Background: an optimization exercise with open tools, aiming at a short achievable clock period and few clock cycles. Do not read the settings as production practice.
Function was checked by simulation only, so behaviour that the tests miss may differ from the original.
Power and IR drop assume default switching activity.

--- flow/design.v ---
`timescale 1ns/1ps
package pyr_pkg;
	localparam int xlen   = 16;
	localparam int ilen   = 21;
	localparam int palen  = 14;
	localparam int rsel_w = 4;
	localparam int nreg   = 16;
	typedef logic [palen-1:0]  pc_t;
	typedef logic [xlen-1:0]   word_t;
	typedef logic [ilen-1:0]   instr_t;
	typedef logic [rsel_w-1:0] rsel_t;
	localparam logic [2:0] op_sys   = 3'b000;
	localparam logic [2:0] op_imm   = 3'b001;
	localparam logic [2:0] op_br    = 3'b010;
	localparam logic [2:0] op_reg   = 3'b011;
	localparam logic [2:0] op_jalr  = 3'b100;
	localparam logic [2:0] op_auipc = 3'b101;
	localparam logic [2:0] op_jal   = 3'b110;
	localparam logic [2:0] op_lui   = 3'b111;
	localparam int res_add  = 0;
	localparam int res_sll  = 1;
	localparam int res_lt   = 2;
	localparam int res_xor  = 3;
	localparam int res_sr   = 4;
	localparam int res_or   = 5;
	localparam int res_and  = 6;
	localparam int nres     = 7;
	localparam int br_eq = 0;
	localparam int br_ne = 1;
	localparam int br_lt = 2;
	localparam int br_ge = 3;
	localparam int nbr   = 4;
endpackage
`timescale 1ns/1ps
module pyr_pc (
	input  logic clk,
	input  logic rst,
	input  logic advance,
	input  logic redirect,
	input  pyr_pkg::pc_t  target,
	output pyr_pkg::pc_t  fetch_addr
);
	pyr_pkg::pc_t pc_q;
	assign fetch_addr = redirect ? target : pc_q;
	always_ff @(posedge clk) begin
		if (rst)
			pc_q <= '0;
		else if (advance)
			pc_q <= fetch_addr + 1'b1;
	end
endmodule
`timescale 1ns/1ps
module pyr_pipe_ctrl (
	input  logic clk,
	input  logic rst,
	input  logic run,
	input  logic imem_rdy,
	input  logic fetch_halt,
	output logic advance,
	output logic halt
);
	assign advance = run & imem_rdy & ~halt;
	always_ff @(posedge clk) begin
		if (rst)
			halt <= 1'b0;
		else if (advance && fetch_halt)
			halt <= 1'b1;
	end
endmodule
`timescale 1ns/1ps
module pyr_decode (
	input  pyr_pkg::instr_t  instr,
	input  pyr_pkg::pc_t     pc,
	input  pyr_pkg::word_t   rs1_val,
	input  pyr_pkg::word_t   rs2_val,
	output pyr_pkg::rsel_t   rs1,
	output pyr_pkg::rsel_t   rs2,
	output pyr_pkg::rsel_t   rd,
	output logic             writes_rd,
	output logic             is_halt,
	output pyr_pkg::word_t   arg0,
	output pyr_pkg::word_t   arg1,
	output pyr_pkg::word_t   add_b,
	output logic             add_cin,
	output pyr_pkg::word_t   cmp_a,
	output pyr_pkg::word_t   cmp_b,
	output logic [pyr_pkg::nres-1:0] res_sel,
	output logic             arith,
	output logic             jump,
	output logic [pyr_pkg::nbr-1:0]  br_sel,
	output pyr_pkg::pc_t     target
);
	logic [2:0] opcode;
	logic [2:0] funct3;
	logic       sgn;
	pyr_pkg::word_t immi;
	pyr_pkg::word_t immb;
	pyr_pkg::word_t immu;
	pyr_pkg::word_t imm_hi;
	pyr_pkg::word_t pc_word;
	logic       alu_like;
	logic       is_br;
	logic       is_jal;
	logic       is_jalr;
	logic       sub;
	logic       cmp_signed;
	pyr_pkg::pc_t rel_imm;
	pyr_pkg::pc_t rel_target;
	pyr_pkg::pc_t jalr_target;
	assign opcode = instr[2:0];
	assign rd     = instr[6:3];
	assign funct3 = instr[9:7];
	assign rs1    = instr[13:10];
	assign rs2    = instr[17:14];
	assign sgn    = instr[20];
	assign immi   = {{10{sgn}}, instr[19:14]};
	assign immb   = {{10{sgn}}, instr[20:18], instr[5:3]};
	assign immu   = {{4{sgn}}, instr[18:7]};
	assign imm_hi = {instr[17:7], 5'd0};
	assign pc_word = {{(pyr_pkg::xlen-pyr_pkg::palen){1'b0}}, pc};
	assign is_halt   = (opcode == pyr_pkg::op_sys) && (funct3 == 3'b000);
	assign writes_rd = (opcode != pyr_pkg::op_sys) && (opcode != pyr_pkg::op_br) && (rd != '0);
	assign is_br     = (opcode == pyr_pkg::op_br);
	assign is_jal    = (opcode == pyr_pkg::op_jal);
	assign is_jalr   = (opcode == pyr_pkg::op_jalr);
	assign alu_like  = (opcode == pyr_pkg::op_imm) || (opcode == pyr_pkg::op_reg);
	assign jump      = is_jal || is_jalr;
	assign sub   = (opcode == pyr_pkg::op_reg) && (funct3 == 3'b000) && instr[19];
	assign arith = instr[19];
	always_comb begin
		res_sel = '0;
		if (alu_like) begin
			case (funct3)
				3'b000:  res_sel[pyr_pkg::res_add] = 1'b1;
				3'b001:  res_sel[pyr_pkg::res_sll] = 1'b1;
				3'b010:  res_sel[pyr_pkg::res_lt]  = 1'b1;
				3'b011:  res_sel[pyr_pkg::res_lt]  = 1'b1;
				3'b100:  res_sel[pyr_pkg::res_xor] = 1'b1;
				3'b101:  res_sel[pyr_pkg::res_sr]  = 1'b1;
				3'b110:  res_sel[pyr_pkg::res_or]  = 1'b1;
				default: res_sel[pyr_pkg::res_and] = 1'b1;
			endcase
		end else begin
			res_sel[pyr_pkg::res_add] = 1'b1;
		end
	end
	always_comb begin
		br_sel = '0;
		if (is_br) begin
			case (funct3)
				3'b000:  br_sel[pyr_pkg::br_eq] = 1'b1;
				3'b001:  br_sel[pyr_pkg::br_ne] = 1'b1;
				3'b100,
				3'b110:  br_sel[pyr_pkg::br_lt] = 1'b1;
				3'b101,
				3'b111:  br_sel[pyr_pkg::br_ge] = 1'b1;
				default: br_sel = '0;
			endcase
		end
	end
	always_comb begin
		case (opcode)
			pyr_pkg::op_auipc,
			pyr_pkg::op_jal,
			pyr_pkg::op_jalr:  arg0 = pc_word;
			pyr_pkg::op_lui:   arg0 = '0;
			default:           arg0 = rs1_val;
		endcase
		case (opcode)
			pyr_pkg::op_imm:                     arg1 = immi;
			pyr_pkg::op_auipc, pyr_pkg::op_lui:  arg1 = imm_hi;
			pyr_pkg::op_jal, pyr_pkg::op_jalr:   arg1 = '0;
			default:                             arg1 = rs2_val;
		endcase
	end
	assign add_b   = sub ? ~arg1 : arg1;
	assign add_cin = sub;
	assign cmp_signed = (is_br && funct3[2:1] == 2'b10) || (alu_like && funct3 == 3'b010);
	assign cmp_a = arg0 ^ {cmp_signed, {(pyr_pkg::xlen-1){1'b0}}};
	assign cmp_b = arg1 ^ {cmp_signed, {(pyr_pkg::xlen-1){1'b0}}};
	assign rel_imm     = is_jal ? immu[pyr_pkg::palen-1:0] : immb[pyr_pkg::palen-1:0];
	assign rel_target  = pc + rel_imm;
	assign jalr_target = rs1_val[pyr_pkg::palen-1:0] + immi[pyr_pkg::palen-1:0];
	assign target      = is_jalr ? jalr_target : rel_target;
endmodule
`timescale 1ns/1ps
module pyr_alu (
	input  pyr_pkg::word_t   arg0,
	input  pyr_pkg::word_t   arg1,
	input  pyr_pkg::word_t   add_b,
	input  logic             add_cin,
	input  pyr_pkg::word_t   cmp_a,
	input  pyr_pkg::word_t   cmp_b,
	input  logic [pyr_pkg::nres-1:0] res_sel,
	input  logic             arith,
	input  logic             jump,
	input  logic [pyr_pkg::nbr-1:0]  br_sel,
	output pyr_pkg::word_t   rd_val,
	output logic             redirect
);
	logic [pyr_pkg::xlen:0]     sum_ext;
	pyr_pkg::word_t             sum;
	pyr_pkg::word_t             shl;
	pyr_pkg::word_t             shr;
	logic [2*pyr_pkg::xlen-1:0] shr_ext;
	logic [3:0]                 shamt;
	logic                       eq;
	logic                       lt;
	assign sum_ext = {arg0, 1'b1} + {add_b, add_cin};
	assign sum     = sum_ext[pyr_pkg::xlen:1];
	assign eq = (cmp_a == cmp_b);
	assign lt = (cmp_a < cmp_b);
	assign shamt = arg1[3:0];
	assign shl   = arg0 << shamt;
	assign shr_ext = {{pyr_pkg::xlen{arith & arg0[pyr_pkg::xlen-1]}}, arg0} >> shamt;
	assign shr     = shr_ext[pyr_pkg::xlen-1:0];
	always_comb begin
		rd_val = '0;
		if (res_sel[pyr_pkg::res_add]) rd_val |= sum;
		if (res_sel[pyr_pkg::res_sll]) rd_val |= shl;
		if (res_sel[pyr_pkg::res_lt])  rd_val |= {{(pyr_pkg::xlen-1){1'b0}}, lt};
		if (res_sel[pyr_pkg::res_xor]) rd_val |= arg0 ^ arg1;
		if (res_sel[pyr_pkg::res_sr])  rd_val |= shr;
		if (res_sel[pyr_pkg::res_or])  rd_val |= arg0 | arg1;
		if (res_sel[pyr_pkg::res_and]) rd_val |= arg0 & arg1;
	end
	assign redirect = jump
		| (br_sel[pyr_pkg::br_eq] & eq)
		| (br_sel[pyr_pkg::br_ne] & ~eq)
		| (br_sel[pyr_pkg::br_lt] & lt)
		| (br_sel[pyr_pkg::br_ge] & ~lt);
endmodule
`timescale 1ns/1ps
module pyr_regfile (
	input  logic  clk,
	input  logic  rst,
	input  logic  we,
	input  pyr_pkg::rsel_t rd,
	input  pyr_pkg::rsel_t rs1,
	input  pyr_pkg::rsel_t rs2,
	input  pyr_pkg::word_t rd_val,
	input  pyr_pkg::rsel_t dbg_sel,
	output pyr_pkg::word_t rs1_val,
	output pyr_pkg::word_t rs2_val,
	output pyr_pkg::word_t dbg_dout
);
	pyr_pkg::word_t regs [pyr_pkg::nreg];
	logic [pyr_pkg::nreg-1:0] dbg_hot;
	assign regs[0] = '0;
	for (genvar i = 1; i < pyr_pkg::nreg; i++) begin : g_reg
		always_ff @(posedge clk) begin
			if (rst)
				regs[i] <= '0;
			else if (we && rd == i)
				regs[i] <= rd_val;
		end
	end
	assign rs1_val = regs[rs1];
	assign rs2_val = regs[rs2];
	always_comb begin
		for (int i = 0; i < pyr_pkg::nreg; i++)
			dbg_hot[i] = (dbg_sel == i);
		dbg_dout = '0;
		for (int i = 1; i < pyr_pkg::nreg; i++)
			dbg_dout |= regs[i] & {pyr_pkg::xlen{dbg_hot[i]}};
	end
endmodule
`timescale 1ns/1ps
module pyr_core (
	input  logic   clk,
	input  logic   rst,
	input  logic   run,
	output pyr_pkg::pc_t    imem_addr,
	input  pyr_pkg::instr_t imem_dout,
	input  logic   imem_rdy,
	output logic   halt,
	input  pyr_pkg::rsel_t  dbg_sel,
	output pyr_pkg::word_t  dbg_dout
);
	logic advance;
	pyr_pkg::rsel_t f_rs1;
	pyr_pkg::rsel_t f_rs2;
	pyr_pkg::rsel_t f_rd;
	logic           f_wr;
	logic           f_halt;
	pyr_pkg::word_t f_arg0;
	pyr_pkg::word_t f_arg1;
	pyr_pkg::word_t f_add_b;
	logic           f_add_cin;
	pyr_pkg::word_t f_cmp_a;
	pyr_pkg::word_t f_cmp_b;
	logic [pyr_pkg::nres-1:0] f_res_sel;
	logic           f_arith;
	logic           f_jump;
	logic [pyr_pkg::nbr-1:0]  f_br_sel;
	pyr_pkg::pc_t   f_target;
	pyr_pkg::word_t rs1_val;
	pyr_pkg::word_t rs2_val;
	pyr_pkg::word_t rs1_fwd;
	pyr_pkg::word_t rs2_fwd;
	pyr_pkg::rsel_t e_rd;
	logic           e_wr;
	pyr_pkg::word_t e_arg0;
	pyr_pkg::word_t e_arg1;
	pyr_pkg::word_t e_add_b;
	logic           e_add_cin;
	pyr_pkg::word_t e_cmp_a;
	pyr_pkg::word_t e_cmp_b;
	logic [pyr_pkg::nres-1:0] e_res_sel;
	logic           e_arith;
	logic           e_jump;
	logic [pyr_pkg::nbr-1:0]  e_br_sel;
	pyr_pkg::pc_t   e_target;
	pyr_pkg::word_t e_res;
	logic           redirect;
	pyr_pipe_ctrl pyr_pipe_ctrl_inst (
		.clk        (clk),
		.rst        (rst),
		.run        (run),
		.imem_rdy   (imem_rdy),
		.fetch_halt (f_halt),
		.advance    (advance),
		.halt       (halt)
	);
	pyr_pc pyr_pc_inst (
		.clk        (clk),
		.rst        (rst),
		.advance    (advance),
		.redirect   (redirect),
		.target     (e_target),
		.fetch_addr (imem_addr)
	);
	pyr_regfile pyr_regfile_inst (
		.clk      (clk),
		.rst      (rst),
		.we       (advance & e_wr),
		.rd       (e_rd),
		.rs1      (f_rs1),
		.rs2      (f_rs2),
		.rd_val   (e_res),
		.dbg_sel  (dbg_sel),
		.rs1_val  (rs1_val),
		.rs2_val  (rs2_val),
		.dbg_dout (dbg_dout)
	);
	assign rs1_fwd = (e_wr && e_rd == f_rs1) ? e_res : rs1_val;
	assign rs2_fwd = (e_wr && e_rd == f_rs2) ? e_res : rs2_val;
	pyr_decode pyr_decode_inst (
		.instr     (imem_dout),
		.pc        (imem_addr),
		.rs1_val   (rs1_fwd),
		.rs2_val   (rs2_fwd),
		.rs1       (f_rs1),
		.rs2       (f_rs2),
		.rd        (f_rd),
		.writes_rd (f_wr),
		.is_halt   (f_halt),
		.arg0      (f_arg0),
		.arg1      (f_arg1),
		.add_b     (f_add_b),
		.add_cin   (f_add_cin),
		.cmp_a     (f_cmp_a),
		.cmp_b     (f_cmp_b),
		.res_sel   (f_res_sel),
		.arith     (f_arith),
		.jump      (f_jump),
		.br_sel    (f_br_sel),
		.target    (f_target)
	);
	always_ff @(posedge clk) begin
		if (rst) begin
			e_wr     <= 1'b0;
			e_jump   <= 1'b0;
			e_br_sel <= '0;
		end else if (advance) begin
			e_wr     <= f_wr;
			e_jump   <= f_jump;
			e_br_sel <= f_br_sel;
		end
	end
	always_ff @(posedge clk) begin
		if (advance) begin
			e_rd      <= f_rd;
			e_arg0    <= f_arg0;
			e_arg1    <= f_arg1;
			e_add_b   <= f_add_b;
			e_add_cin <= f_add_cin;
			e_cmp_a   <= f_cmp_a;
			e_cmp_b   <= f_cmp_b;
			e_res_sel <= f_res_sel;
			e_arith   <= f_arith;
			e_target  <= f_target;
		end
	end
	pyr_alu pyr_alu_inst (
		.arg0     (e_arg0),
		.arg1     (e_arg1),
		.add_b    (e_add_b),
		.add_cin  (e_add_cin),
		.cmp_a    (e_cmp_a),
		.cmp_b    (e_cmp_b),
		.res_sel  (e_res_sel),
		.arith    (e_arith),
		.jump     (e_jump),
		.br_sel   (e_br_sel),
		.rd_val   (e_res),
		.redirect (redirect)
	);
endmodule
--- flow/run.sh ---
#!/bin/bash
# synth_recipe.tcl (not shown) runs the flow's synth.tcl, then flattens the netlist and writes it again
# the make line also repeats each setting of config.mk as NAME=value (left out here)
make -C /OpenROAD-flow-scripts/flow DESIGN_CONFIG=/design/flow/config.mk WORK_HOME=/design/flow/orfs CLKGATE_MAP_FILE= SYNTH_SCRIPT=/design/flow/synth_recipe.tcl finish
--- flow/config.mk ---
export PLATFORM = sky130hd
export DESIGN_NAME = pyr_core
export DESIGN_NICKNAME = pyr_core
export VERILOG_FILES = /design/flow/design.v
export SDC_FILE = /design/flow/constraint.sdc
export NUM_CORES = 4
export LEC_CHECK = 0
export ABC_CLOCK_PERIOD_IN_PS = 3500
export CAP_MARGIN = 20
export CORE_MARGIN = 2
export CORE_UTILIZATION = 40
export SETUP_SLACK_MARGIN = 4
export SLEW_MARGIN = 20
--- flow/constraint.sdc ---
create_clock -name core_clock -period 8.0 [get_ports {clk}]
set_input_delay 1.6000 -clock core_clock [delete_from_list [all_inputs] [get_ports {clk}]]
set_output_delay 1.6000 -clock core_clock [all_outputs]
set_load 0.01 [all_outputs]
==> summary.md <==
| Metric | Value |
|---|---|
| CP arrival | `between 3 and 4 ns` |
| CP delay by family, top | `simple AND/OR/NAND/NOR gates` |
| Number of CTS-inserted buffers | `40` |
| Synth Instances | `around 2600` |
| H-Tree Depth | `2` |
| Critical path's most frequent cell | `buf_6` |
| Synthesis Warnings | `7` |
| Maximum operating frequency | `0.186 GHz` |
| Worst setup EP type | `output pin` |
| Slowest CP cell | `or4b_4` |
| Drt pass-1 iters | `11` |
| Final worst slack | `~2.6 ns` |
| Number of global-route vias before repair | `roughly 23000` |
| Fin crit period | `approximately 5.4 ns` |
| Status | `finished clean` |
| Global-route wire length before repair | `between 150 and 200 mm` |
| Top cells by area, synth | `dfxtp_1 24%, edfxtp_1 11%, a22oi_1 7.4%, nor2_1 7.4%, a211oi_1 7.2%` |
| CTS tree | `built` |
| Total gr overflow | `0` |
| Syn nets | `roughly 2700` |
| FP Rows | `85` |
| Finished Layout Cells | `between 3000 and 4000` |
| Clk_skew | `0.0169 ns` |
| Largest net degree at the start of global routing | `165` |
| Die area | `roughly 0.056 mm²` |
| CTS max path bufs | `3` |
| Worst-Margin Slew | `roughly 1.1 ns` |
| Core footprint | `about 0.054 mm²` |
| Clock latency on the worst-skew pair | `roughly 0.57 ns` |
| Mean Syn Cell Area | `between 8 and 9 µm²` |
| Leakage | `roughly 10 nW` |
| P&R area growth vs syn | `28.6%` |
| Placement Setup Slack | `around 1.1 ns` |
| RSZ-0062 raised after global routing | `yes` |
| Die Y | `about 240 µm` |
| Detail Placement HPWL | `approximately 67 mm` |
| GRT Resource Usage Total | `0.357` |
| Crit-path cells | `buf_6, inv_4, ha_4, or4b_4, nor4b_4, buf_4, nand4_1, a21oi_4, mux2i_4, buf_4, buf_6, buf_8, mux2_4, buf_6` |
| Setup TNS | `0 ns` |
| IO Port Bufs | `59` |
| Overall Power | `4.46 mW` |
| CP required | `between 6 and 7 ns` |
| Max stage delay on crit path | `approximately 0.56 ns` |
| Seq cells post-synth | `~340` |
| Clock root buffer master | `clkbuf_16` |
| Pins over their slew limit | `0` |
| Initial DRC count | `between 4000 and 5000` |
| Netlist cell types | `79` |
| Yosys top cell area share | `0.240` |
| Seq/Total Area, Yosys | `0.346` |
| Hold/Removal Path Class | `flip-flop to flip-flop` |
| Share of post-route cells with drive strength above 1 | `0.230` |
| WL final | `between 100 and 150 mm` |
| Crit-path max FO | `5` |
| CP bufs+invs | `7` |
| Global placement routability congestion | `between 0.9 and 1` |
| Pwr Density | `~160 mW/mm²` |
| Primary FF master, synth | `dfxtp_1` |
| Most frequent cell after synthesis | `nor2_1` |
| Final hold violations | `0` |
| Final #Nets | `just under 3000` |
| Num Clock Sinks | `338` |
| Final Setup Violations | `0` |
| FFs w/ async S/R, synth | `0` |
| Initial antenna violation count | `4` |
| Routed len/inst | `29.8 µm` |
| Setup CP Type | `flip-flop to output pin` |
| Routed Antenna Nets | `0` |
| DRC viols | `0` |
| Clock transition at path regs | `roughly 0.06 ns` |
| Chip Width | `about 240 µm` |
| Boundary pin count | `60` |
| Post-placement cell count | `roughly 3200` |
| Area leader, netlist | `dfxtp_1` |
| Final period utilization | `0.670` |
| Hold buffers post-CTS | `0` |
| Critical Path Start Type | `flip-flop` |
| Via/cell ratio | `6.79` |
| Post-synth EDFFs | `77` |
| Initial Util | `0.405` |
| Mapped Area | `about 0.022 mm²` |
| Routed vias | `23700` |
| Worst vdd ir | `0.130 mV` |
| Rel. slew slack | `0.287` |
| Synth top cells by count | `427 x nor2_1, 261 x dfxtp_1, 216 x a22oi_1` |
| Max Cap Viol | `0` |
[final timing paths]
kind              startpoint  slack [ns]           end  depth (start not counted)
setup / recovery  e_arg0[12]        2.64  imem_addr[7]                         14
hold / removal        e_jump        0.48        e_jump                          2
setup reg to reg  e_arg0[12]        2.70  e_target[12]                         26
hold reg to reg       e_jump        0.48        e_jump                          2
[cells by family (layout without fill, tap and decap cells)]
| group | after synthesis | count (layout) | share of synthesized area |
|---|---|---|---|
| flops | 338 | 338 | 0.346 |
| mux | 80 | 81 | 0.0512 |
| xor+xnor | 55 | 55 | 0.0221 |
| compound gates | 868 | 868 | 0.296 |
| buf+inv | 286 | 494 | 0.0508 |
| simple gates | 870 | 870 | 0.178 |
| other cells | 0 | 3 | 0 |
| fa+ha+maj | 95 | 95 | 0.0556 |
[per-stage QoR]
stage,area (µm²),util,hold slack (ns)
CTS,27200,0.506,0.473
floorplan,22600,-,0.445
detailed placement,23600,0.439,0.464
global route,28000,0.521,0.519
finish,28000,0.521,0.478
global placement,23600,0.439,0.456
[routing by layer]
metal,vias up,GRT usage,wire (µm)
met1,11300,0.452,40200
met3,480,0.0799,10500
met2,1678,0.567,47000
li1,10200,-,-
met5,-,0,9
met4,2,0.194,6540
[registers in the layout, indices dropped and copies added (netlist names), 4 cells and up]
signal and count:
pyr_regfile_inst.regs 240, e_add_b 16, e_arg0 16, e_arg1 16, e_target 14, pyr_pc_inst.pc_q 14, e_res_sel 7, e_br_sel 4
e_rd 4
[power by group]
group          switching [mW]  total [mW]  leakage (nW)  internal (mW)
registers              0.0475        1.83          2.83           1.78
clock network           0.764        1.89         0.666           1.13
logic                   0.443       0.738          6.66          0.295
total                    1.25        4.46          10.2           3.20
[repair_timing]
action                                  CTS  global route
resized for setup                       350           102
gates cloned                              3             1
buffers inserted                        168            45
pin swaps                                88            64
endpoints found under the setup margin  108           139
[worst reg2reg max path: stages, from the launching register on]
cell	delay (ns)
edfxtp_1	0.37
buf_6	0.15
inv_4	0.06
ha_4	0.19
or4b_4	0.56
nor4b_4	0.21
buf_4	0.19
o311a_4	0.20
a211oi_4	0.05
buf_6	0.18
mux2i_4	0.21
buf_6	0.16
buf_6	0.12
mux2i_4	0.24
inv_2	0.07
buf_6	0.12
ha_4	0.17
fa_2	0.36
a21o_1	0.18
a21oi_2	0.15
nor2b_1	0.07
o21a_1	0.19
o211ai_1	0.24
o21ai_2	0.11
a31oi_2	0.21
xor2_1	0.16
mux2i_1	0.08
[cells in the final DEF (no fill, tap or decap), drive strengths merged, types with 12 or more instances in the layout]
cell type / count
a211oi: 212
edfxtp: 77
a21o: 24
nor3: 83
mux2: 19
o22ai: 15
dfxtp: 261
a22o: 41
and3: 29
xnor2: 29
nand4: 31
nand2: 142
mux4: 22
a21oi: 61
buf: 324
nand3: 75
ha: 92
and2: 12
o2bb2ai: 12
a222oi: 49
nand2b: 27
nor2: 427
o21a: 14
xor2: 26
a22oi: 216
mux2i: 40
clkbuf: 61
inv: 73
clkdlybuf4s50: 18
o21ai: 101
a221oi: 45
[layout make-up]
class	count	area (µm²)
fillers	4837	25800
multi-input cells	1969	14500
flip-flops and latches	338	7540
repair buffers	349	3460
clock buffers	57	1190
well taps	696	871
inverters	75	294
clock inverters	13	148
diodes	3	7.51
Testbench counts, summed over its fixed seeds: cycles 18,586.

separate check: timing with driven ports:
In the flow no input, the clock included, has a driving cell. The finished layout below was timed again as built, in two steps. Step 1: set_driving_cell puts a clkbuf_16 on clk and a buf_2 on each other input, an assumption about the parent block. Step 2 adds t to the input delays and takes it off the output delays; t is the mean of the earliest and latest rising clock arrival at the registers after step 1. Input paths then give back, and output paths get back, about the clock's delay inside the block. a / b / c = ideal / step 1 / step 2; a / b = the first two.
t, ns: 0.618
slack for setup (ns): 2.638 / 2.577 / 2.197
worst setup path at the end: input to register
slew at the worst register clock pin (ns): 0.07 / 0.07
worst data-port slew with drivers (ns): 0.10
After both steps setup and hold are still met in this run. For this run, drivers alone change the setup slack by -0.061 ns; drivers and shift together by -0.441 ns.
